From an optimization exercise on the open Yosys and OpenROAD flow, aimed at small area; shortcuts taken in it are not production practice. RTL that was checked went through simulation tests only; none was proved equivalent to the original. The RTL of run 4 was laid out without a check of its function. Power and IR drop assume default switching activity.

## design/flow/design.v

```verilog
module dda_move_engine #(
  parameter int          NUM_AXES     = 2,
  parameter int          BUFFER_DEPTH = 4,
  parameter int          DUR_WIDTH    = 64,
  parameter int          ACC_WIDTH    = 64,
  parameter int          DIV_WIDTH    = 24,
  parameter logic [63:0] THRESHOLD    = 64'h7fffffffffffff9b,
  parameter int          STEP_HOLD    = 8
) (
  input  logic                            clk,
  input  logic                            resetn,
  input  logic [DIV_WIDTH-1:0]            clock_divisor,
  input  logic                            wr_valid,
  output logic                            wr_ready,
  input  logic [DUR_WIDTH-1:0]            wr_duration,
  input  logic [NUM_AXES-1:0]             wr_dir,
  input  logic [NUM_AXES*ACC_WIDTH-1:0]   wr_increment,
  input  logic [NUM_AXES*ACC_WIDTH-1:0]   wr_incinc,
  input  logic                            abort,
  output logic [NUM_AXES-1:0]             step,
  output logic [NUM_AXES-1:0]             dir,
  output logic                            busy,
  output logic                            move_done,
  output logic [$clog2(BUFFER_DEPTH):0]   buffer_count
);
  localparam int PTR_W  = $clog2(BUFFER_DEPTH);
  localparam int CNT_W  = PTR_W + 1;
  localparam int HOLD_W = $clog2(STEP_HOLD);
  localparam int LO_W   = 16;                     
  localparam int BLK_W  = 16;                     
  localparam logic [ACC_WIDTH-1:0] CORR = {1'b1, {(ACC_WIDTH-1){1'b0}}} - THRESHOLD[ACC_WIDTH-1:0];
  function automatic logic [ACC_WIDTH-1:0] cia_add(input logic [ACC_WIDTH-1:0] x,
                                                   input logic [ACC_WIDTH-1:0] y,
                                                   input logic [LO_W-1:0]      z);
    logic rc, tt, cb, s0, u, v, vn;
    cb = 1'b0; rc = 1'b0; tt = 1'b1; v = 1'b0;
    for (int i = 0; i < ACC_WIDTH; i++) begin
      if (i >= LO_W && ((i - LO_W) % BLK_W) == 0) begin
        cb = (i == LO_W) ? rc : (rc | (cb & tt));
        rc = (i == LO_W) ? v : 1'b0;
        tt = 1'b1;
      end
      if (i < LO_W) begin
        u  = x[i] ^ y[i] ^ z[i];
        vn = (x[i] & y[i]) | (z[i] & (x[i] ^ y[i]));
        s0 = u ^ v ^ rc;
        rc = (u & v) | (rc & (u ^ v));
        v  = vn;
        cia_add[i] = s0;
      end else begin
        s0 = x[i] ^ y[i] ^ rc;
        rc = (x[i] & y[i]) | (rc & (x[i] ^ y[i]));
        cia_add[i] = s0 ^ (cb & tt);
        tt = tt & s0;
      end
    end
  endfunction
  logic ld, run;
  logic [DUR_WIDTH-1:0]          mem_dur    [BUFFER_DEPTH];
  logic [NUM_AXES-1:0]           mem_dir    [BUFFER_DEPTH];
  logic [NUM_AXES*ACC_WIDTH-1:0] mem_inc    [BUFFER_DEPTH];
  logic [NUM_AXES*ACC_WIDTH-1:0] mem_incinc [BUFFER_DEPTH];
  logic [PTR_W-1:0]              rd_ptr, wr_ptr;
  logic [DUR_WIDTH-1:0]          tickdown;
  logic [NUM_AXES*ACC_WIDTH-1:0] cur_incinc;
  logic [DIV_WIDTH-1:0]          div_r, clkcnt;
  logic [ACC_WIDTH-1:0]          inc_r   [NUM_AXES];    
  logic [HOLD_W-1:0]             hcnt    [NUM_AXES];    
  logic [ACC_WIDTH-1:0]          acc     [NUM_AXES];
  logic [NUM_AXES-1:0]           corr;
  logic [ACC_WIDTH-1:0]          acc_sum [NUM_AXES];
  logic [ACC_WIDTH-1:0]          csa_u   [NUM_AXES];
  logic [ACC_WIDTH-1:0]          csa_v   [NUM_AXES];
  logic [NUM_AXES-1:0]           pend, fire;
  logic                          push, pop, tick, last, upd, hold;
  logic [BUFFER_DEPTH-1:0]       rsel;
  logic [DUR_WIDTH-1:0]          rd_dur;
  logic [NUM_AXES-1:0]           rd_dir;
  logic [NUM_AXES*ACC_WIDTH-1:0] rd_inc, rd_incinc;
  assign wr_ready = !buffer_count[CNT_W-1] && !abort;
  assign push     = wr_valid && wr_ready;
  assign pop      = !ld && !run && (buffer_count != '0);
  assign tick     = run && ((clkcnt + DIV_WIDTH'(1)) == div_r);
  assign last     = tickdown == DUR_WIDTH'(1);
  assign busy     = ld || run;
  assign upd      = tick && !ld;
  assign hold     = !tick && !ld;
  always_comb begin
    for (int k = 0; k < BUFFER_DEPTH; k++) rsel[k] = ld && (rd_ptr == PTR_W'(k));
    rd_dur = '0; rd_dir = '0; rd_inc = '0; rd_incinc = '0;
    for (int k = 0; k < BUFFER_DEPTH; k++) begin
      rd_dur    = rd_dur    | ({DUR_WIDTH{rsel[k]}} & mem_dur[k]);
      rd_dir    = rd_dir    | ({NUM_AXES{rsel[k]}} & mem_dir[k]);
      rd_inc    = rd_inc    | ({(NUM_AXES*ACC_WIDTH){rsel[k]}} & mem_inc[k]);
      rd_incinc = rd_incinc | ({(NUM_AXES*ACC_WIDTH){rsel[k]}} & mem_incinc[k]);
    end
  end
  always_comb begin
    for (int a = 0; a < NUM_AXES; a++) begin
      csa_u[a]   = acc[a] ^ inc_r[a] ^ (corr[a] ? CORR : '0);
      csa_v[a]   = {(acc[a][ACC_WIDTH-2:0] & inc_r[a][ACC_WIDTH-2:0]) |
                    ((acc[a][ACC_WIDTH-2:0] ^ inc_r[a][ACC_WIDTH-2:0]) & (corr[a] ? CORR[ACC_WIDTH-2:0] : '0)), 1'b0};
      acc_sum[a] = cia_add(csa_u[a], csa_v[a], '0);
      fire[a]    = tick && !acc_sum[a][ACC_WIDTH-1] && (acc_sum[a] != '0);
    end
  end
  always_ff @(posedge clk) begin
    if (push) begin
      mem_dur[wr_ptr]    <= wr_duration;
      mem_dir[wr_ptr]    <= wr_dir;
      mem_inc[wr_ptr]    <= wr_increment;
      mem_incinc[wr_ptr] <= wr_incinc;
    end
  end
  always_ff @(posedge clk) begin
    clkcnt <= (ld || tick) ? '0 : clkcnt + 1'b1;
    if (ld) div_r <= (clock_divisor == '0) ? DIV_WIDTH'(1) : clock_divisor;
    cur_incinc <= rd_incinc | ({(NUM_AXES*ACC_WIDTH){!ld}} & cur_incinc);
    tickdown   <= rd_dur | ({DUR_WIDTH{upd}} & (tickdown - 1'b1)) | ({DUR_WIDTH{hold}} & tickdown);
    for (int a = 0; a < NUM_AXES; a++)
      inc_r[a] <= rd_inc[a*ACC_WIDTH +: ACC_WIDTH] |
                  ({ACC_WIDTH{upd}} & cia_add(inc_r[a], cur_incinc[a*ACC_WIDTH +: ACC_WIDTH], '0)) |
                  ({ACC_WIDTH{hold}} & inc_r[a]);
    for (int a = 0; a < NUM_AXES; a++) begin
      if (fire[a] && !(step[a] || pend[a])) hcnt[a] <= HOLD_W'(STEP_HOLD - 1);
      else if (!fire[a] && pend[a])         hcnt[a] <= HOLD_W'(STEP_HOLD - 1);
      else                                  hcnt[a] <= hcnt[a] - 1'b1;
    end
  end
  always_ff @(posedge clk or negedge resetn) begin
    if (!resetn) begin
      ld           <= 1'b0;
      run          <= 1'b0;
      rd_ptr       <= '0;
      wr_ptr       <= '0;
      buffer_count <= '0;
      move_done    <= 1'b0;
      dir          <= '0;
      step         <= '0;
      pend         <= '0;
      corr         <= '0;
      for (int a = 0; a < NUM_AXES; a++) acc[a] <= '0;
    end else if (abort) begin
      ld           <= 1'b0;
      run          <= 1'b0;
      rd_ptr       <= '0;
      wr_ptr       <= '0;
      buffer_count <= '0;
      move_done    <= 1'b0;
      step         <= '0;
      pend         <= '0;
      corr         <= '0;
      for (int a = 0; a < NUM_AXES; a++) acc[a] <= '0;
    end else begin
      if (push) wr_ptr <= wr_ptr + 1'b1;
      if (ld)   rd_ptr <= rd_ptr + 1'b1;
      if (push && !pop)      buffer_count <= buffer_count + 1'b1;
      else if (pop && !push) buffer_count <= buffer_count - 1'b1;
      for (int a = 0; a < NUM_AXES; a++) begin
        if (fire[a]) begin
          step[a] <= !(step[a] || pend[a]);
          pend[a] <= step[a] || pend[a];
        end else if (pend[a]) begin
          pend[a] <= 1'b0;
          step[a] <= 1'b1;
        end else if (step[a] && hcnt[a] == '0) begin
          step[a] <= 1'b0;
        end
      end
      ld        <= pop;
      move_done <= (ld && rd_dur == '0) || (tick && last);
      if (ld) begin
        dir <= rd_dir;
        run <= rd_dur != '0;
      end else if (tick && last) begin
        run <= 1'b0;
      end
      if (tick) begin
        corr <= fire;
        for (int a = 0; a < NUM_AXES; a++)
          acc[a] <= {acc_sum[a][ACC_WIDTH-1] ^ fire[a], acc_sum[a][ACC_WIDTH-2:0]};
      end
    end
  end
endmodule
```

## design/flow/run.sh

```bash
#!/bin/bash
# synth_recipe.tcl (not shown) runs the flow's synth.tcl, then flattens the netlist and writes it again
# the make line also repeats each setting of config.mk as NAME=value (left out here)
make -C /OpenROAD-flow-scripts/flow DESIGN_CONFIG=/design/flow/config.mk WORK_HOME=/design/flow/orfs CLKGATE_MAP_FILE= SYNTH_SCRIPT=/design/flow/synth_recipe.tcl finish
```

## design/flow/config.mk

```make
export PLATFORM = sky130hd
export DESIGN_NAME = dda_move_engine
export DESIGN_NICKNAME = dda_move_engine
export VERILOG_FILES = /design/flow/design.v
export SDC_FILE = /design/flow/constraint.sdc
export NUM_CORES = 4
export LEC_CHECK = 0
export CAP_MARGIN = 20
export CORE_MARGIN = 2
export CORE_UTILIZATION = 40
export CTS_BUF_LIST = sky130_fd_sc_hd__clkbuf_8
export CTS_CLUSTER_DIAMETER = 50
export CTS_CLUSTER_SIZE = 16
export SLEW_MARGIN = 20
```

## design/flow/constraint.sdc

```tcl
create_clock -name core_clock -period 11.0 [get_ports {clk}]
set_input_delay 2.2000 -clock core_clock [delete_from_list [all_inputs] [get_ports {clk}]]
set_output_delay 2.2000 -clock core_clock [all_outputs]
set_load 0.01 [all_outputs]
```

==> results of run 1 <==
[synthesized netlist by cell type (65+ instances only)]
| cell | count | area share, % |
|---|---|---|
| nor4_1 | 65 | 0.53 |
| a211oi_1 | 83 | 0.81 |
| nand2_1 | 250 | 1.2 |
| o211ai_1 | 208 | 2.0 |
| xor2_1 | 110 | 1.3 |
| a22oi_1 | 298 | 2.9 |
| inv_1 | 240 | 1.2 |
| nor2_1 | 295 | 1.4 |
| nor3_1 | 89 | 0.58 |
| clkbuf_1 | 249 | 1.2 |
| ha_1 | 219 | 3.6 |
| nand4_1 | 66 | 0.54 |
| a21oi_1 | 78 | 0.51 |
| dfrtp_1 | 146 | 4.8 |
| o21ai_0 | 76 | 0.49 |
| fa_1 | 243 | 6.3 |
| a222oi_1 | 130 | 1.7 |
| mux2i_1 | 124 | 1.6 |
| dfxtp_1 | 350 | 9.1 |
| a22o_1 | 66 | 0.75 |
| xnor2_1 | 146 | 1.7 |
| edfxtp_1 | 1312 | 51 |
[area by class of cell]
cell class / instances / area, um^2
fill: 16900 / 103000
sequential: 1808 / 50100
multi-input combinational: 2964 / 25000
timing repair buffer: 465 / 4510
tap: 2511 / 3140
clock buffer: 197 / 2710
clock inverter: 148 / 1540
inverter: 242 / 911
antenna: 15 / 37.5
[metal layers]
layer	track usage, %	wire length (um)	vias up
met5	0	147	-
met4	5.05	4740	24
met3	3.10	9270	324
met2	34.4	98600	1158
met1	26.3	84500	23500
li1	-	-	21100
[where the power goes]
part	total, mW	switching (mW)	internal [mW]	leakage (nW)
registers	8.90	0.614	8.29	16.9
logic	5.55	3.20	2.35	11.3
clock network	4.76	2.68	2.08	2.21
[through the flow]
step | setup TNS (ns) | std cells | setup WS [ns]
after floorplan | 0 | 5319 | 0.00910
after CTS | 0 | 8332 | 0.00346
final | 0 | 8350 | 0.412
after global placement | -3.95 | 7987 | -0.385
after global routing | 0 | 8346 | 0.0111
after detailed placement | -6.68 | 7987 | -0.633
[critical path, delay by kind of cell (launching register included)]
kind | cells | cell delay [ns]
AOI/OAI and AO/OA | 4 | 0.82
adders and majority gates | 19 | 7.29
buffers and inverters | 1 | 0.20
DFF | 1 | 0.39
muxes | 1 | 0.25
and+or+nand+nor | 9 | 1.53
[what timing repair did]
item	4_1_cts	5_1_grt
cloned	0	0
pin swaps	7	22
setup buffers	0	3
resized for setup	35	20
hold buffers	0	0
endpoints found under the setup margin	14	14
[final timing paths]
path | depth (start not counted) | start | slack [ns] | end
worst min-delay path | 1 | hcnt[1][0]$_SDFF_PP1_ | 0.40 | hcnt[1][0]$_SDFF_PP1_
worst max-delay path | 34 | acc[0][15]$_DFFE_PN0P_ | 0.41 | hcnt[0][2]$_SDFF_PP1_
worst max register to register | 34 | acc[0][15]$_DFFE_PN0P_ | 0.41 | hcnt[0][2]$_SDFF_PP1_
max in group asynchronous | 3 | resetn | 7.87 | ld$_DFF_PN0_
min in group asynchronous | 1 | resetn | 1.25 | acc[1][4]$_DFFE_PN0P_
worst min register to register | 1 | hcnt[1][0]$_SDFF_PP1_ | 0.40 | hcnt[1][0]$_SDFF_PP1_
[logic make-up (layout without fill, tap and decap cells)]
family                     count (synthesis)  in the layout  share of synthesized area [%]
buffers and inverters                    547           1052                           2.74
other                                      0             15                              0
muxes                                    127            127                           1.66
and+or+nand+nor                         1028           1028                           6.67
adders and majority gates                462            462                           9.90
DFF                                     1808           1808                           65.1
xor gates and xnor gates                 262            262                           3.09
AOI/OAI and AO/OA                       1085           1085                           10.8
[flip-flops by register name, summed over array words and instances, names as in the netlist, 6 cells and up]
register and cells:
mem_inc 512, mem_incinc 512, mem_dur 256, acc 128, cur_incinc 128, inc_r 128
tickdown 64, clkcnt 24, div_r 24, mem_dir 8, hcnt 6
==> metrics.md, run 1 <==
| Metric | Value |
|---|---|
| H-tree lvl count | 4 |
| HP Class | reg -> reg |
| Worst-margin pin slew | between 1 and 1.5 ns |
| Total Wirelength | roughly 200 mm |
| Vias in the first global route | 47,100 |
| CP dominant cell by count | fa_2 |
| CP max stage delay | roughly 0.55 ns |
| Initial detailed-routing violation count | approximately 3,700 |
| First-pass GRT wire length | ~300 mm |
| Final Hold Viols | 0 |
| Crit path required time | 11.84 ns |
| Post-route clock skew | 0.0817 ns |
| Final Util | about 46% |
| Die Wd | 442 um |
| Num CTS Buffers | around 180 |
| Peak supply drop | ~140 uV |
| Commonest non-fill, non-tap cell in the layout | edfxtp_1 |
| Root buf cell | clkbuf_8 |
| Row cnt | between 150 and 200 |
| Syn-to-layout area delta | 14.4% |
| PwrDens | ~220 nW/um^2 |
| Syn Inst Count | 5,319 |
| CP startpoint kind | flop |
| Mapped cell area | 76,800 um^2 |
| CTS tree | yes |
| Final instance area | 87,900 um^2 |
| Vias/cell | roughly 5.5 |
| Die footprint | 196,000 um^2 |
| Fin crit share | 96.3% |
| Highest clock rate | ~94 MHz |
| Power Total | a little under 20 mW |
| Clock latency on the worst-skew pair | between 0.9 and 1 ns |
| Synth Flop Type | edfxtp_1 |
| Nets | around 6,500 |
| Slowest stage cell on the critical path | fa_1 |
| Via count | about 46,000 |
| Crit path max fanout | 3 |
| Worst-path clk slew | ~0.1 ns |
| TritonRoute pass-1 iters | 7 |
| Number of flops mapped to enable cells by yosys | about 1,300 |
| Core area | between 150,000 and 200,000 um^2 |
| Final min period | about 11 ns |
| Syn_area_per_cell | around 14 um^2 |
| IO Pins | 360 |
| Async SR Flop Fraction | 8.08% |
| Slew HR | a little over a quarter |
| Fin. max-slew vios | 0 |
| Critical path type | reg -> reg |
| Gr ovfl total | 0 |
| Area post-placement | 83,400 um^2 |
| Wire per inst | about 24 um |
| Outcome | timing/DRC/antenna clean |
| Seq cells post-synth | about 1,800 |
| DP Wirelength | 124 mm |
| Starting Density | 40.3% |
| Clock Sinks | ~1,800 |
| Die H | 442 um |
| Leak pwr | about 30 nW |
| Largest net degree at the start of global routing | approximately 150 |
| Layout cell share with drive strength beyond 1 | around 9% |
| Placer Congestion | 0.873 |
| CP arrival | 11.43 ns |
| Most frequent cells in the layout | 1,312 x edfxtp_1, 357 x clkdlybuf4s50_1, 350 x dfxtp_1, 298 x a22oi_1, 294 x nor2_1 |
| Netlist cell types | ~90 |
| RSZ-0062 raised after global routing | false |
| Final setup viols | 0 |
| Syn nets | 6,131 |
| Initial antenna violation count | 52 |
| Seq/Total Area, Yosys | between 60 and 70% |
| Clock Tree Buf Depth | 3 |
| DRC Markers | 0 |
| YS warnings | 7 |
| IO Port Bufs | between 300 and 400 |
| Final hold slack | between 0.4 and 0.5 ns |
| GRT Total Usage | 20.0% |
| Crit end category | flop |
| Antenna-violating nets left | 0 |
| # Max-Cap Violations | 0 |
==> inputs of run 2 (changes only) <==
==> design/flow/flow/run.sh (new file) <==
#!/bin/bash
# Standard ORFS layout with two changes: the port buffers are the smallest
# buffer cell, and CTS uses clkbuf_8 leaf clusters without dummy loads.
set -euo pipefail
export BUFFER_PORTS_ARGS="-buffer_cell sky130_fd_sc_hd__buf_1"
export CTS_ARGS="-sink_clustering_enable -repair_clock_nets -dont_use_dummy_load -buf_list sky130_fd_sc_hd__clkbuf_8 -sink_clustering_size 16 -sink_clustering_max_diameter 50"
bash standard.sh > standard_flow.log 2>&1
==> design/flow/standard.sh (new file) <==
#!/bin/bash
# synth_recipe.tcl (not shown) runs the flow's synth.tcl, then flattens the netlist and writes it again
# the make line also repeats each setting of config.mk as NAME=value (left out here)
make -C /OpenROAD-flow-scripts/flow DESIGN_CONFIG=/design/flow/config.mk WORK_HOME=/design/flow/orfs CLKGATE_MAP_FILE= SYNTH_SCRIPT=/design/flow/synth_recipe.tcl "${@:-finish}"
==> design/flow/config.mk (replaced) <==
export PLATFORM = sky130hd
export DESIGN_NAME = dda_move_engine
export DESIGN_NICKNAME = dda_move_engine
export VERILOG_FILES = /design/flow/design.v
export SDC_FILE = /design/flow/constraint.sdc
export NUM_CORES = 4
export LEC_CHECK = 0
export CAP_MARGIN = 20
export CORE_MARGIN = 2
export CORE_UTILIZATION = 60
export SLEW_MARGIN = 20
removed: design/flow/run.sh
==> metrics.md, run 2 <==
| Metric | Value |
|---|---|
| Antenna-violating nets left | 0 (unchanged) |
| Final Hold Viols | 0 (unchanged) |
| Initial detailed-routing violation count | 4,015 (+7.5%) |
| Post-Synth Adder-Cell Area | 9.90% (unchanged) |
| Peak supply drop | 137 uV (about the same) |
| HP Class | reg -> reg |
| Critical path type | reg -> reg |
| Top cells by count, synth | 1,312 x edfxtp_1, 350 x dfxtp_1, 298 x a22oi_1 |
| Synth top area share | 51.3% (unchanged) |
| Crit path required time | 11.76 ns (-0.08 ns) |
| Psw | 5.82 mW (-10%) |
| CTS tree | yes |
| Worst-margin pin slew | 1.08 ns (-0.00610 ns) |
| Die footprint | 131,000 um^2 (-33%) |
| Total Wirelength | 182 mm (-8.0%) |
| Nets | 6,449 (-0.42%) |
| Syn_area_per_cell | 14.4 um^2 (unchanged) |
| Slew HR | 27.7% (+0.41 points) |
| Async SR Flop Fraction | 8.08% (unchanged) |
| Area of the multi-input gates | 25,000 um^2 (-0.15%) |
| Syn Inst Count | 5,319 (unchanged) |
| Leak pwr | 28.4 nW (-6.7%) |
| Top-count cell post-synth | edfxtp_1 |
| Synth Area in XOR/XNOR | 3.09% (unchanged) |
| Vias in the first global route | 45,800 (-2.8%) |
| Wire per inst | 24.8 um (+5.0%) |
| H-tree lvl count | 4 (unchanged) |
| Final min period | 10.65 ns (+0.0628 ns) |
| Worst-path clk slew | 0.09 ns (about the same) |
| Slowest stage cell on the critical path | or4_4 |
| Outcome | timing/DRC/antenna clean |
| Compound-gate portion of the synthesized area | 10.8% (unchanged) |
| Seq pwr share | 50.5% (+4.2 points) |
| Fin. max-slew vios | 0 (unchanged) |
| Area leader, netlist | edfxtp_1 |
| Seq/Total Area, Yosys | 65.1% (unchanged) |
| Clock network fraction of total power | 19.2% (-5.6 points) |
| Initial antenna violation count | 63 (+21%) |
| Commonest non-fill, non-tap cell in the layout | edfxtp_1 |
| Placer Congestion | 0.843 (-3.4%) |
| Fin crit share | 96.8% (+0.57 points) |
| Largest net degree at the start of global routing | 131 (-11%) |
| Starting Density | 60.3% (+20 points) |
| Simple-gate portion of the synthesized area | 6.67% (unchanged) |
| Row cnt | 131 (-18%) |
| Die H | 362 um (-18%) |
| Layout cell share with drive strength beyond 1 | 6.62% (-2.7 points) |
| CP arrival | 11.41 ns (-0.02 ns) |
| Highest clock rate | 93.9 MHz (-0.59%) |
| TritonRoute pass-1 iters | 6 (-1) |
| Syn-to-layout area delta | 7.43% |
| Fill cells | 9,447 (-44%) |
| Clock latency on the worst-skew pair | 0.92 ns (-0.06 ns) |
| Crit end category | flop |
| Synth Flop Type | edfxtp_1 |
| IO Pins | 360 (unchanged) |
| Setup_tns | 0 ns (unchanged) |
| Seq. cell area | 50,100 um^2 (unchanged) |
| Root buf cell | clkbuf_8 |
| Post-route clock skew | 0.0863 ns (+0.00460 ns) |
| GRT Total Usage | 27.9% (+7.9 points) |
| Largest family of logic cells by synthesized area | compound AO/OA/AOI/OAI gates |
| PwrDens | 214 nW/um^2 (-1.9%) |
| Clock Sinks | 1,808 (unchanged) |
| Number of flops mapped to enable cells by yosys | 1,312 (unchanged) |
| Syn nets | 6,131 (unchanged) |
| First-pass GRT wire length | 276 mm (-7.6%) |
| Mux share of post-synthesis cell area | 1.66% (unchanged) |
| YS warnings | 7 (unchanged) |
| Clock Tree Buf Depth | 3 (unchanged) |
| Netlist cell types | 88 (unchanged) |
| Most frequent cells in the layout | 1,312 x edfxtp_1, 357 x buf_1, 350 x dfxtp_1, 298 x a22oi_1, 295 x nor2_1 |
| Switching Share | 32.9% (-0.89 points) |
| Seq cells post-synth | 1,808 (unchanged) |
| DRC Markers | 0 (unchanged) |
| Pint | 11.9 mW (-6.7%) |
| CP startpoint kind | flop |
| Crit path max fanout | 4 (+1) |
| Mapped cell area | 76,800 um^2 (unchanged) |
| Final Util | 64.8% (+19 points) |
| Via count | 45,300 (-1.6%) |
| IO Port Bufs | 359 (unchanged) |
| DP Wirelength | 114 mm (-8.1%) |
| Num CTS Buffers | 166 (-9.3%) |
| Comb pwr share | 30.3% (+1.4 points) |
| Core area | 127,000 um^2 (-33%) |
| Die Wd | 362 um (-18%) |
| Power Total | 17.7 mW (-7.9%) |
| Biggest regs | mem_inc x512, mem_incinc x512, mem_dur x256 |
| Gr ovfl total | 0 (unchanged) |
| # Max-Cap Violations | 0 (unchanged) |
| CP max stage delay | 0.52 ns (-0.03 ns) |
| CP dominant cell by count | fa_2 |
| Vias/cell | 6.19 (+12%) |
| Final setup viols | 0 (unchanged) |
| Top post-synthesis cells by area | edfxtp_1 51%, dfxtp_1 9.1%, fa_1 6.3% |
## run 2: power by group through the flow
stage	sequential [mW]	combinational [mW]	clock [mW]
after floorplan	8.92	3.94	0
after global placement	9.06	5.24	0
after detailed placement	9.08	5.34	0
after CTS	8.93	5.39	3.49
after global routing	9.02	6.03	3.71
final	8.93	5.37	3.39
## run 2: kinds of logic after synthesis
family / after synthesis
flip-flops: 1808
AO/OA/AOI/OAI: 1085
AND/OR/NAND/NOR: 1028
buffers and inverters: 547
adder cells (fa/ha/maj): 462
XOR/XNOR: 262
multiplexers: 127
## run 2: worst max-delay path: cells and delay by family, from the launching register on
kind	cells	cell delay [ns]
compound gates	4	0.78
fa+ha+maj	19	7.15
buf+inv	1	0.05
flops	1	0.39
simple gates	9	2.13
## run 2: worst paths after layout
| check | startpoint | end | slack [ns] | depth (start not counted) |
|---|---|---|---|---|
| setup / recovery | acc[1][15]$_DFFE_PN0P_ | step[1]$_DFFE_PN0P_ | 0.35 | 33 |
| hold / removal | hcnt[0][0]$_SDFF_PP1_ | hcnt[0][0]$_SDFF_PP1_ | 0.38 | 1 |
| setup reg to reg | acc[1][15]$_DFFE_PN0P_ | step[1]$_DFFE_PN0P_ | 0.35 | 33 |
| hold reg to reg | hcnt[0][0]$_SDFF_PP1_ | hcnt[0][0]$_SDFF_PP1_ | 0.38 | 1 |
| max in group asynchronous | resetn | acc[1][63]$_DFFE_PN0P_ | 8.05 | 2 |
| min in group asynchronous | resetn | acc[1][11]$_DFFE_PN0P_ | 1.45 | 1 |
## run 2: through the flow
step / instances / worst slack [ns] / hold slack (ns) / area (um^2)
after floorplan: 5319 / 0.00910 / 0.358 / 76900
after global placement: 7128 / -0.406 / 0.367 / 80000
after CTS: 7295 / 0.0259 / 0.384 / 82400
final: 7318 / 0.349 / 0.380 / 82600
after global routing: 7307 / -0.000613 / 0.392 / 82500
after detailed placement: 7128 / -0.524 / 0.369 / 80000
## run 2: timing repair
action                     in CTS  in global routing
gates resized for setup        27                 20
setup endpoints to repair      14                 12
buffers inserted                1                  2
pin swaps                       9                 13
hold buffers                    0                  0
## run 2: final cells by class
type / instances / area share [%]
clock buffer: 166 / 2.77
antenna: 21 / 0.0637
tap: 1662 / 2.52
multi-input combinational: 2964 / 30.2
sequential: 1808 / 60.6
timing repair buffer: 455 / 2.67
inverter: 242 / 1.10
## run 2: metal layers
| metal | part of all wire [%] | global-route usage, % | wire length (um) |
|---|---|---|---|
| met1 | 43 | 38.2 | 77300 |
| met2 | 48 | 44.5 | 86300 |
| met3 | 7.3 | 7.03 | 13300 |
| met4 | 2.3 | 7.98 | 4220 |
| met5 | 0.26 | 0 | 472 |
==> inputs of run 3 (changes only) <==
--- a/design/flow/config.mk
+++ b/design/flow/config.mk
@@ -7,5 +7,5 @@
 export LEC_CHECK = 0
 export CAP_MARGIN = 20
 export CORE_MARGIN = 2
-export CORE_UTILIZATION = 60
+export CORE_UTILIZATION = 40
 export SLEW_MARGIN = 20
==> metrics.md, run 3 <==
| Metric | Value |
|---|---|
| GRT Total Usage | 19.8% (-8.1 points) |
| Synth top area share | 51.3% (unchanged) |
| Clock network fraction of total power | 20.1% (+0.9 points) |
| Via count | 45,700 (+0.94%) |
| CP dominant cell by count | fa_2 |
| Final Hold Viols | 0 (unchanged) |
| Largest net degree at the start of global routing | 128 (-2.3%) |
| Worst-margin pin slew | 1.15 ns (+0.0617 ns) |
| Seq/Total Area, Yosys | 65.1% (unchanged) |
| Die H | 442 um (+22%) |
| CP max stage delay | 0.57 ns (+0.05 ns) |
| Biggest regs | mem_inc x512, mem_incinc x512, mem_dur x256 |
| Total Wirelength | 195 mm (+7.2%) |
| Die Wd | 442 um (+22%) |
| Starting Density | 40.3% (-20 points) |
| Syn Inst Count | 5,319 (unchanged) |
| RSZ-0062 raised after global routing | false |
| Die footprint | 196,000 um^2 (+49%) |
| Peak supply drop | 121 uV (-12%) |
| Number of flops mapped to enable cells by yosys | 1,312 (unchanged) |
| IO Pins | 360 (unchanged) |
| Placed cells | 7,984 (+12%) |
| Nets | 6,472 (+0.36%) |
| Setup_tns | 0 ns (unchanged) |
| Commonest non-fill, non-tap cell in the layout | edfxtp_1 |
| Slew HR | 23.6% (-4.1 points) |
| Seq cells post-synth | 1,808 (unchanged) |
| DRC Markers | 0 (unchanged) |
| Placer Congestion | 0.854 (+1.3%) |
| Hold path cells | 1 (unchanged) |
| Top post-synthesis cells by area | edfxtp_1 51%, dfxtp_1 9.1%, fa_1 6.3% |
| Async SR Flop Fraction | 8.08% (unchanged) |
| Non-Filler Instances | 8,193 (+12%) |
| Slowest stage cell on the critical path | fa_1 |
| Comb pwr share | 30.3% (about the same) |
| Vias/cell | 5.58 (-9.8%) |
| Mapped cell area | 76,800 um^2 (unchanged) |
| Gr ovfl total | 0 (unchanged) |
| YS warnings | 7 (unchanged) |
| Most frequent cells in the layout | 1,312 x edfxtp_1, 357 x buf_1, 350 x dfxtp_1, 298 x a22oi_1, 294 x nor2_1 |
| Fin crit share | 96.3% (-0.54 points) |
| H-tree lvl count | 4 (unchanged) |
| Fill cells | 17,100 (+81%) |
| # Max-Cap Violations | 0 (unchanged) |
| Crit path max fanout | 4 (unchanged) |
| Crit path required time | 11.80 ns (+0.04 ns) |
| CP arrival | 11.39 ns (-0.02 ns) |
| Critical path type | reg -> reg |
| Core area | 191,000 um^2 (+50%) |
| Area of the multi-input gates | 25,000 um^2 (unchanged) |
| Post-route clock skew | 0.153 ns (+0.0669 ns) |
| Top cells by count, synth | 1,312 x edfxtp_1, 350 x dfxtp_1, 298 x a22oi_1 |
| CP startpoint kind | flop |
| First-pass GRT wire length | 296 mm (+7.3%) |
| Top-count cell post-synth | edfxtp_1 |
| Leak pwr | 28.5 nW (+0.43%) |
| Seq pwr share | 49.6% (-0.9 points) |
| Seq. cell area | 50,100 um^2 (unchanged) |
| PwrDens | 214 nW/um^2 (-0.29%) |
| Fin. max-slew vios | 0 (unchanged) |
| Num CTS Buffers | 181 (+9.0%) |
| Antenna-violating nets left | 0 (unchanged) |
| Flop-to-flop setup slack | 0.41 ns (+0.06 ns) |
| Outcome | timing/DRC/antenna clean |
| Netlist cell types | 88 (unchanged) |
| Clock Sinks | 1,808 (unchanged) |
| Switching Share | 33.0% (+0.13 points) |
| Worst-path clk slew | 0.10 ns (about the same) |
| CTS tree | yes |
| Clock latency on the worst-skew pair | 0.97 ns (+0.05 ns) |
| Final hold slack | 0.381 ns (+0.000505 ns) |
| Vias in the first global route | 46,900 (+2.5%) |
| Hold_sp | hcnt[0][0]$_SDFF_PP1_ |
| Clock Tree Buf Depth | 3 (unchanged) |
| TritonRoute pass-1 iters | 6 (unchanged) |
| Worst r2r src | inc_r[1][32]$_DFF_P_ |
| Final setup viols | 0 (unchanged) |
| Layout cell share with drive strength beyond 1 | 7.21% (+0.59 points) |
| Area leader, netlist | edfxtp_1 |
| Syn_area_per_cell | 14.4 um^2 (unchanged) |
| Synth Flop Type | edfxtp_1 |
| Initial antenna violation count | 68 (+7.9%) |
| Final min period | 10.59 ns (-0.0593 ns) |
| Worst r2r dst | corr[1]$_DFFE_PN0P_ |
| Min-Delay Endpoint | hcnt[0][0]$_SDFF_PP1_ |
| Crit end category | flop |
| Psw | 5.92 mW (+1.7%) |
| Root buf cell | clkbuf_8 |
| Highest clock rate | 94.4 MHz (+0.56%) |
| Syn-to-layout area delta | 9.15% |
| Pint | 12.0 mW (+1.1%) |
| Syn nets | 6,131 (unchanged) |
| Wire per inst | 23.7 um (-4.3%) |
| Initial detailed-routing violation count | 3,757 (-6.4%) |
| Reg2reg path depth | 33 (unchanged) |
| HP Class | reg -> reg |
| Row cnt | 160 (+22%) |
| IO Port Bufs | 359 (unchanged) |
| DP Wirelength | 124 mm (+8.2%) |
==> run 3: power by group through the flow <==
stage	Clock [mW]	Combinational, mW	Sequential (mW)
global route	3.95	6.10	8.99
floorplan	0	3.94	8.92
finish	3.60	5.43	8.90
global placement	0	5.30	9.02
CTS	3.72	5.47	8.90
detailed placement	0	5.42	9.05
==> run 3: critical path, delay by kind of cell (launching register included) <==
family	cells	cell delay, ns
buf+inv	2	0.27
simple gates	9	2.03
flops	1	0.34
compound gates	4	0.74
fa+ha+maj	18	7.04
==> run 3: how the worst max path moves through the flow <==
stage | end | slack, ns | from
2_1_floorplan | step[1]$_DFFE_PN0P_ | 0.009 | acc[1][15]$_DFFE_PN0P_
3_3_place_gp | corr[1]$_DFFE_PN0P_ | -0.41 | acc[1][15]$_DFFE_PN0P_
3_5_place_dp | corr[1]$_DFFE_PN0P_ | -0.62 | acc[1][15]$_DFFE_PN0P_
4_1_cts | corr[1]$_DFFE_PN0P_ | 0.01 | acc[1][15]$_DFFE_PN0P_
5_1_grt | hcnt[0][1]$_SDFF_PP1_ | 0.02 | acc[0][32]$_DFFE_PN0P_
6_report | corr[1]$_DFFE_PN0P_ | 0.41 | inc_r[1][32]$_DFF_P_
==> run 3: cells by family after synthesis <==
| family | synth area share (%) |
|---|---|
| compound gates | 10.8 |
| mux | 1.66 |
| buf+inv | 2.74 |
| simple gates | 6.67 |
| flops | 65.1 |
| fa+ha+maj | 9.90 |
| xor+xnor | 3.09 |
==> run 3: final cells by class <==
class | count | area share [%]
Sequential cell | 1808 | 59.7
Antenna cell | 24 | 0.0716
Clock buffer | 181 | 2.97
Inverter | 242 | 1.09
Tap cell | 2511 | 3.75
Timing Repair Buffer | 463 | 2.68
Multi-Input combinational cell | 2964 | 29.8
==> run 3: timing repair <==
item | in CTS | in global routing
hold buffers | 0 | 0
endpoints found under the setup margin | 14 | 13
pin swaps | 8 | 27
gates resized for setup | 34 | 22
buffers inserted | 1 | 3
==> run 3: routing by layer <==
metal	vias up	global-route usage [%]	wire [um]
met1	23300	25.4	81800
met4	34	5.57	4210
met2	1166	34.4	98100
li1	20900	-	-
met5	-	0	222
met3	310	3.44	10200
==> run 3: per-stage QoR <==
step / instance area, um^2 / worst slack [ns] / power (mW) / util (%)
3_3_place_gp: 81100 / -0.415 / 14.3 / 42.6
3_5_place_dp: 81100 / -0.620 / 14.5 / 42.6
2_1_floorplan: 76900 / 0.00910 / 12.9 / -
5_1_grt: 83900 / 0.0182 / 19.0 / 44.0
6_report: 83900 / 0.408 / 17.9 / 44.0
4_1_cts: 83700 / 0.00986 / 18.1 / 43.9
==> inputs of run 4 (changes only) <==
--- a/design/flow/design.v
+++ b/design/flow/design.v
@@ -72,7 +72,7 @@
   logic [ACC_WIDTH-1:0]          csa_u   [NUM_AXES];
   logic [ACC_WIDTH-1:0]          csa_v   [NUM_AXES];
   logic [NUM_AXES-1:0]           pend, fire;
-  logic                          push, pop, tick, last, upd, hold;
+  logic                          push, pop, tick, last;
   logic [BUFFER_DEPTH-1:0]       rsel;
   logic [DUR_WIDTH-1:0]          rd_dur;
   logic [NUM_AXES-1:0]           rd_dir;
@@ -83,8 +83,6 @@
   assign tick     = run && ((clkcnt + DIV_WIDTH'(1)) == div_r);
   assign last     = tickdown == DUR_WIDTH'(1);
   assign busy     = ld || run;
-  assign upd      = tick && !ld;
-  assign hold     = !tick && !ld;
   always_comb begin
     for (int k = 0; k < BUFFER_DEPTH; k++) rsel[k] = ld && (rd_ptr == PTR_W'(k));
     rd_dur = '0; rd_dir = '0; rd_inc = '0; rd_incinc = '0;
@@ -114,13 +112,16 @@
   end
   always_ff @(posedge clk) begin
     clkcnt <= (ld || tick) ? '0 : clkcnt + 1'b1;
-    if (ld) div_r <= (clock_divisor == '0) ? DIV_WIDTH'(1) : clock_divisor;
-    cur_incinc <= rd_incinc | ({(NUM_AXES*ACC_WIDTH){!ld}} & cur_incinc);
-    tickdown   <= rd_dur | ({DUR_WIDTH{upd}} & (tickdown - 1'b1)) | ({DUR_WIDTH{hold}} & tickdown);
-    for (int a = 0; a < NUM_AXES; a++)
-      inc_r[a] <= rd_inc[a*ACC_WIDTH +: ACC_WIDTH] |
-                  ({ACC_WIDTH{upd}} & cia_add(inc_r[a], cur_incinc[a*ACC_WIDTH +: ACC_WIDTH], '0)) |
-                  ({ACC_WIDTH{hold}} & inc_r[a]);
+    if (ld) begin
+      div_r      <= (clock_divisor == '0) ? DIV_WIDTH'(1) : clock_divisor;
+      cur_incinc <= rd_incinc;
+    end
+    if (ld || tick) begin
+      tickdown <= rd_dur | ({DUR_WIDTH{!ld}} & (tickdown - 1'b1));
+      for (int a = 0; a < NUM_AXES; a++)
+        inc_r[a] <= rd_inc[a*ACC_WIDTH +: ACC_WIDTH] |
+                    ({ACC_WIDTH{!ld}} & cia_add(inc_r[a], cur_incinc[a*ACC_WIDTH +: ACC_WIDTH], '0));
+    end
     for (int a = 0; a < NUM_AXES; a++) begin
       if (fire[a] && !(step[a] || pend[a])) hcnt[a] <= HOLD_W'(STEP_HOLD - 1);
       else if (!fire[a] && pend[a])         hcnt[a] <= HOLD_W'(STEP_HOLD - 1);
==> design/flow/run.sh (new file) <==
#!/bin/bash
# synth_recipe.tcl (not shown) runs the flow's synth.tcl, then flattens the netlist and writes it again
# the make line also repeats each setting of config.mk as NAME=value (left out here)
make -C /OpenROAD-flow-scripts/flow DESIGN_CONFIG=/design/flow/config.mk WORK_HOME=/design/flow/orfs CLKGATE_MAP_FILE= SYNTH_SCRIPT=/design/flow/synth_recipe.tcl finish
--- a/design/flow/config.mk
+++ b/design/flow/config.mk
@@ -8,4 +8,7 @@
 export CAP_MARGIN = 20
 export CORE_MARGIN = 2
 export CORE_UTILIZATION = 40
+export CTS_BUF_LIST = sky130_fd_sc_hd__clkbuf_8
+export CTS_CLUSTER_DIAMETER = 60
+export CTS_CLUSTER_SIZE = 20
 export SLEW_MARGIN = 20
removed: design/flow/flow/run.sh
removed: design/flow/standard.sh
==> metrics.md, run 4 <==
| Metric | Value |
|---|---|
| Outcome | timing/DRC/antenna clean |
| GRT Total Usage | 19.7% (-0.13 points) |
| Nets | 6,296 (-2.7%) |
| Final instance area | 88,400 um^2 (+5.4%) |
| Critical path type | reg -> reg |
| Slowest stage cell on the critical path | or4_4 |
| Post-route setup slack | 0.360 ns (-0.0479 ns) |
| DRC Markers | 0 (unchanged) |
| CP max stage delay | 0.55 ns (-0.02 ns) |
| Worst r2r src | inc_r[0][15]$_DFFE_PP_ |
| Fin crit share | 96.7% (+0.44 points) |
| HP Class | reg -> reg |
| Async SR Flop Fraction | 8.08% (unchanged) |
| Place WS | -0.589 ns (+0.0317 ns) |
| Netlist cell types | 84 (-4.5%) |
| Non-Filler Instances | 8,172 (-0.26%) |
| Reg2reg path depth | 33 (unchanged) |
| First-pass GRT wire length | 293 mm (-0.95%) |
| Via count | 44,700 (-2.3%) |
| Area leader, netlist | edfxtp_1 |
| Worst-path clk slew | 0.11 ns (about the same) |
| Antenna-violating nets left | 0 (unchanged) |
| Hold path cells | 1 (unchanged) |
| CP arrival | 11.46 ns (+0.07 ns) |
| Crit path max fanout | 4 (unchanged) |
| Power Total | 17.8 mW (-0.44%) |
| Flop-to-flop setup slack | 0.36 ns (-0.05 ns) |
| Syn_area_per_cell | 15.1 um^2 (+4.7%) |
| Seq cells post-synth | 1,808 (unchanged) |
| Initial detailed-routing violation count | 4,067 (+8.3%) |
| Row cnt | 162 (+1.3%) |
| # Max-Cap Violations | 0 (unchanged) |
| Total Wirelength | 197 mm (+1.4%) |
| Final setup viols | 0 (unchanged) |
| Worst r2r dst | step[0]$_DFFE_PN0P_ |
| Crit path required time | 11.82 ns (+0.02 ns) |
| IO Pins | 360 (unchanged) |
| Seq/Total Area, Yosys | 68.2% (+3.0 points) |
| Comb pwr share | 26.4% (-3.9 points) |
| CP startpoint kind | flop |
| Switching Share | 32.2% (-0.86 points) |
| Top post-synthesis cells by area | edfxtp_1 63%, fa_1 6.2%, a22oi_1 5.0% |
| Die footprint | 199,000 um^2 (+1.6%) |
| Synth Flop Type | edfxtp_1 |
| Vias/cell | 5.47 (-2.0%) |
| Hold_sp | hcnt[0][0]$_SDFF_PP1_ |
| Num CTS Buffers | 144 (-20%) |
| Syn-to-layout area delta | 13.2% |
| Core area | 194,000 um^2 (+2.0%) |
| Wire per inst | 24.1 um (+1.7%) |
| Clock latency on the worst-skew pair | 0.98 ns (about the same) |
| PwrDens | 202 nW/um^2 (-5.5%) |
| YS warnings | 7 (unchanged) |
| Vias in the first global route | 44,400 (-5.4%) |
| Top-count cell post-synth | edfxtp_1 |
| Placer Congestion | 0.829 (-2.9%) |
| Area post-placement | 84,700 um^2 (+4.4%) |
| Die H | 446 um (+0.81%) |
| Biggest regs | mem_inc x512, mem_incinc x512, mem_dur x256 |
| Final min period | 10.64 ns (+0.0479 ns) |
| Gr ovfl total | 0 (unchanged) |
| Crit end category | flop |
| Post-route clock skew | 0.0956 ns (-0.0576 ns) |
| Min-Delay Endpoint | hcnt[0][0]$_SDFF_PP1_ |
| Mapped cell area | 78,100 um^2 (+1.6%) |
| Seq pwr share | 50.0% (+0.4 points) |
| Fill cells | 16,900 (-1.0%) |
| Worst-margin pin slew | 1.31 ns (+0.166 ns) |
| Final Hold Viols | 0 (unchanged) |
| Hold-fix buffers, CTS | 0 (unchanged) |
| Pint | 12.1 mW (+0.83%) |
| Die Wd | 446 um (+0.81%) |
| Slew HR | 12.5% (-11 points) |
| Peak supply drop | 108 uV (-11%) |
| Most frequent cells in the layout | 1,632 x edfxtp_1, 517 x a22oi_1, 410 x nand2_1, 357 x clkdlybuf4s50_1, 257 x inv_1 |
| Syn Inst Count | 5,164 (-2.9%) |
| Layout cell share with drive strength beyond 1 | 8.00% (+0.78 points) |
| Psw | 5.74 mW (-3.0%) |
| Clock Sinks | 1,808 (unchanged) |
| Starting Density | 40.2% (-0.14 points) |
| Top cells by count, synth | 1,632 x edfxtp_1, 517 x a22oi_1, 412 x nand2_1 |
| Placed cells | 7,871 (-1.4%) |
| Number of flops mapped to enable cells by yosys | 1,632 (+24%) |
| Syn nets | 5,976 (-2.5%) |
| Largest net degree at the start of global routing | 206 (+61%) |
| Area of the multi-input gates | 23,200 um^2 (-7.2%) |
| CP dominant cell by count | fa_2 |
| Initial antenna violation count | 63 (-7.4%) |
| Clock Tree Buf Depth | 3 (unchanged) |
| CTS tree | yes |
| Root buf cell | clkbuf_8 |
| DP Wirelength | 125 mm (+0.76%) |
| Commonest non-fill, non-tap cell in the layout | edfxtp_1 |
| IO Port Bufs | 359 (unchanged) |
| Fin. max-slew vios | 0 (unchanged) |
| H-tree lvl count | 4 (unchanged) |
| Highest clock rate | 94.0 MHz (-0.45%) |
| TritonRoute pass-1 iters | 8 (+2) |
| Clock network fraction of total power | 23.6% (+3.5 points) |
| Synth top area share | 62.7% (+11 points) |
| Seq. cell area | 53,300 um^2 (+6.4%) |
| Leak pwr | 30.3 nW (+6.2%) |
run 4: cell count changes after synthesis, sizes merged, moves of 20 or more:
cell	delta
dfxtp	-320
nand3	+35
nor2	-83
clkbuf	-28
mux2i	-116
a22oi	+219
and4	+20
edfxtp	+320
a221oi	-23
o211ai	-128
nand2	+161
a222oi	-95
nand4	-24
nor3	-31
run 4: power by group through the flow:
stage               Sequential (mW)  Clock, mW  Combinational (mW)
global route                   8.99       4.56                5.27
finish                         8.92       4.21                4.72
floorplan                      9.09          0                3.15
CTS                            8.93       4.31                4.75
global placement               9.06          0                4.66
detailed placement             9.07          0                4.71
run 4: repair_timing:
item | in CTS | in global routing
gates resized for setup | 23 | 39
buffers inserted | 1 | 7
setup endpoints to repair | 14 | 14
endpoints found under the hold margin | 0 | 0
pin swaps | 6 | 15
gates cloned | 0 | 0
run 4: kinds of logic (layout without fill, tap and decap cells):
kind of cell             count (synthesis)  count (layout)  synth area share (%)
AO/OA/AOI/OAI                         1027            1027                  9.74
XOR/XNOR                               280             280                  3.16
adder cells (fa/ha/maj)                462             462                  9.74
buffers and inverters                  513             952                  2.50
flip-flops                            1808            1808                  68.2
multiplexers                            11              11                 0.146
other                                    0              27                     0
AND/OR/NAND/NOR                       1063            1063                  6.53
run 4: critical path, delay by kind of cell (launching register included):
kind	cells	cell delay, ns
fa+ha+maj	19	7.46
compound gates	6	0.92
flops	1	0.41
simple gates	7	1.64
buf+inv	1	0.08
run 4: cell type report:
type                       instances  share of cell area, %
clock buffer                     150                   2.34
sequential                      1808                   60.3
antenna                           27                 0.0764
multi-input combinational       2843                   26.2
inverter                         245                   1.04
timing repair buffer             442                   4.99
clock inverter                   115                   1.47
tap                             2542                   3.60
run 4: how the worst max path moves through the flow:
stage | startpoint | to | slack, ns | cells past startpoint
2_1_floorplan | inc_r[1][15]$_DFFE_PP_ | step[1]$_DFFE_PN0P_ | 0.01 | 33
5_1_grt | inc_r[0][15]$_DFFE_PP_ | step[0]$_DFFE_PN0P_ | -0.04 | 32
3_5_place_dp | inc_r[1][15]$_DFFE_PP_ | corr[1]$_DFFE_PN0P_ | -0.59 | 33
3_3_place_gp | inc_r[1][15]$_DFFE_PP_ | corr[1]$_DFFE_PN0P_ | -0.50 | 33
6_report | inc_r[0][15]$_DFFE_PP_ | step[0]$_DFFE_PN0P_ | 0.36 | 33
4_1_cts | corr[1]$_DFFE_PN0P_ | corr[1]$_DFFE_PN0P_ | 0.02 | 34
run 4: routing by layer:
metal	global-route usage, %	part of all wire, %
met5	0	0.11
met4	5.85	2.6
met3	3.71	5.9
met2	30.7	47
met1	28.0	44
run 4: through the flow:
stage / hold slack [ns] / setup TNS, ns / util (%)
3_3_place_gp: 0.379 / -3.74 / 43.6
3_5_place_dp: 0.380 / -5.57 / 43.6
5_1_grt: 0.419 / -0.0920 / 45.5
4_1_cts: 0.406 / 0 / 45.4
2_1_floorplan: 0.368 / 0 / -
6_report: 0.406 / 0 / 45.5

-- port drivers added, routing unchanged --
In the flow no input, the clock included, has a driving cell. The finished layouts below were timed again as built, in two steps.
Step 1 (the two cells are an assumption about what drives the block):
set clk [get_ports {clk}]
set_driving_cell -lib_cell sky130_fd_sc_hd__clkbuf_16 $clk
set_driving_cell -lib_cell sky130_fd_sc_hd__buf_2 [delete_from_list [all_inputs] $clk]
Step 2 times the ports against the registers' clock, not the clock port: input delays grow and output delays shrink by t, the midpoint of the rising clock arrivals with the driver on.
Three values: no drivers, after step 1, after step 2; two values: the first two.
| run | t, ns | slack for setup (ns) | worst register clock-pin slew, ns | cell pins on the clock port's net |
|---|---|---|---|---|
| run 1 | 1.023 | 0.412 / 0.412 / 0.412 | 0.10 / 0.10 | 1 |
| run 2 | 0.961 | 0.349 / 0.349 / 0.349 | 0.10 / 0.10 | 1 |
| run 3 | 0.985 | 0.408 / 0.408 / 0.408 | 0.10 / 0.10 | 1 |
| run 4 | 1.018 | 0.360 / 0.360 / 0.360 | 0.12 / 0.12 | 1 |
After both steps every run listed still meets setup and hold.
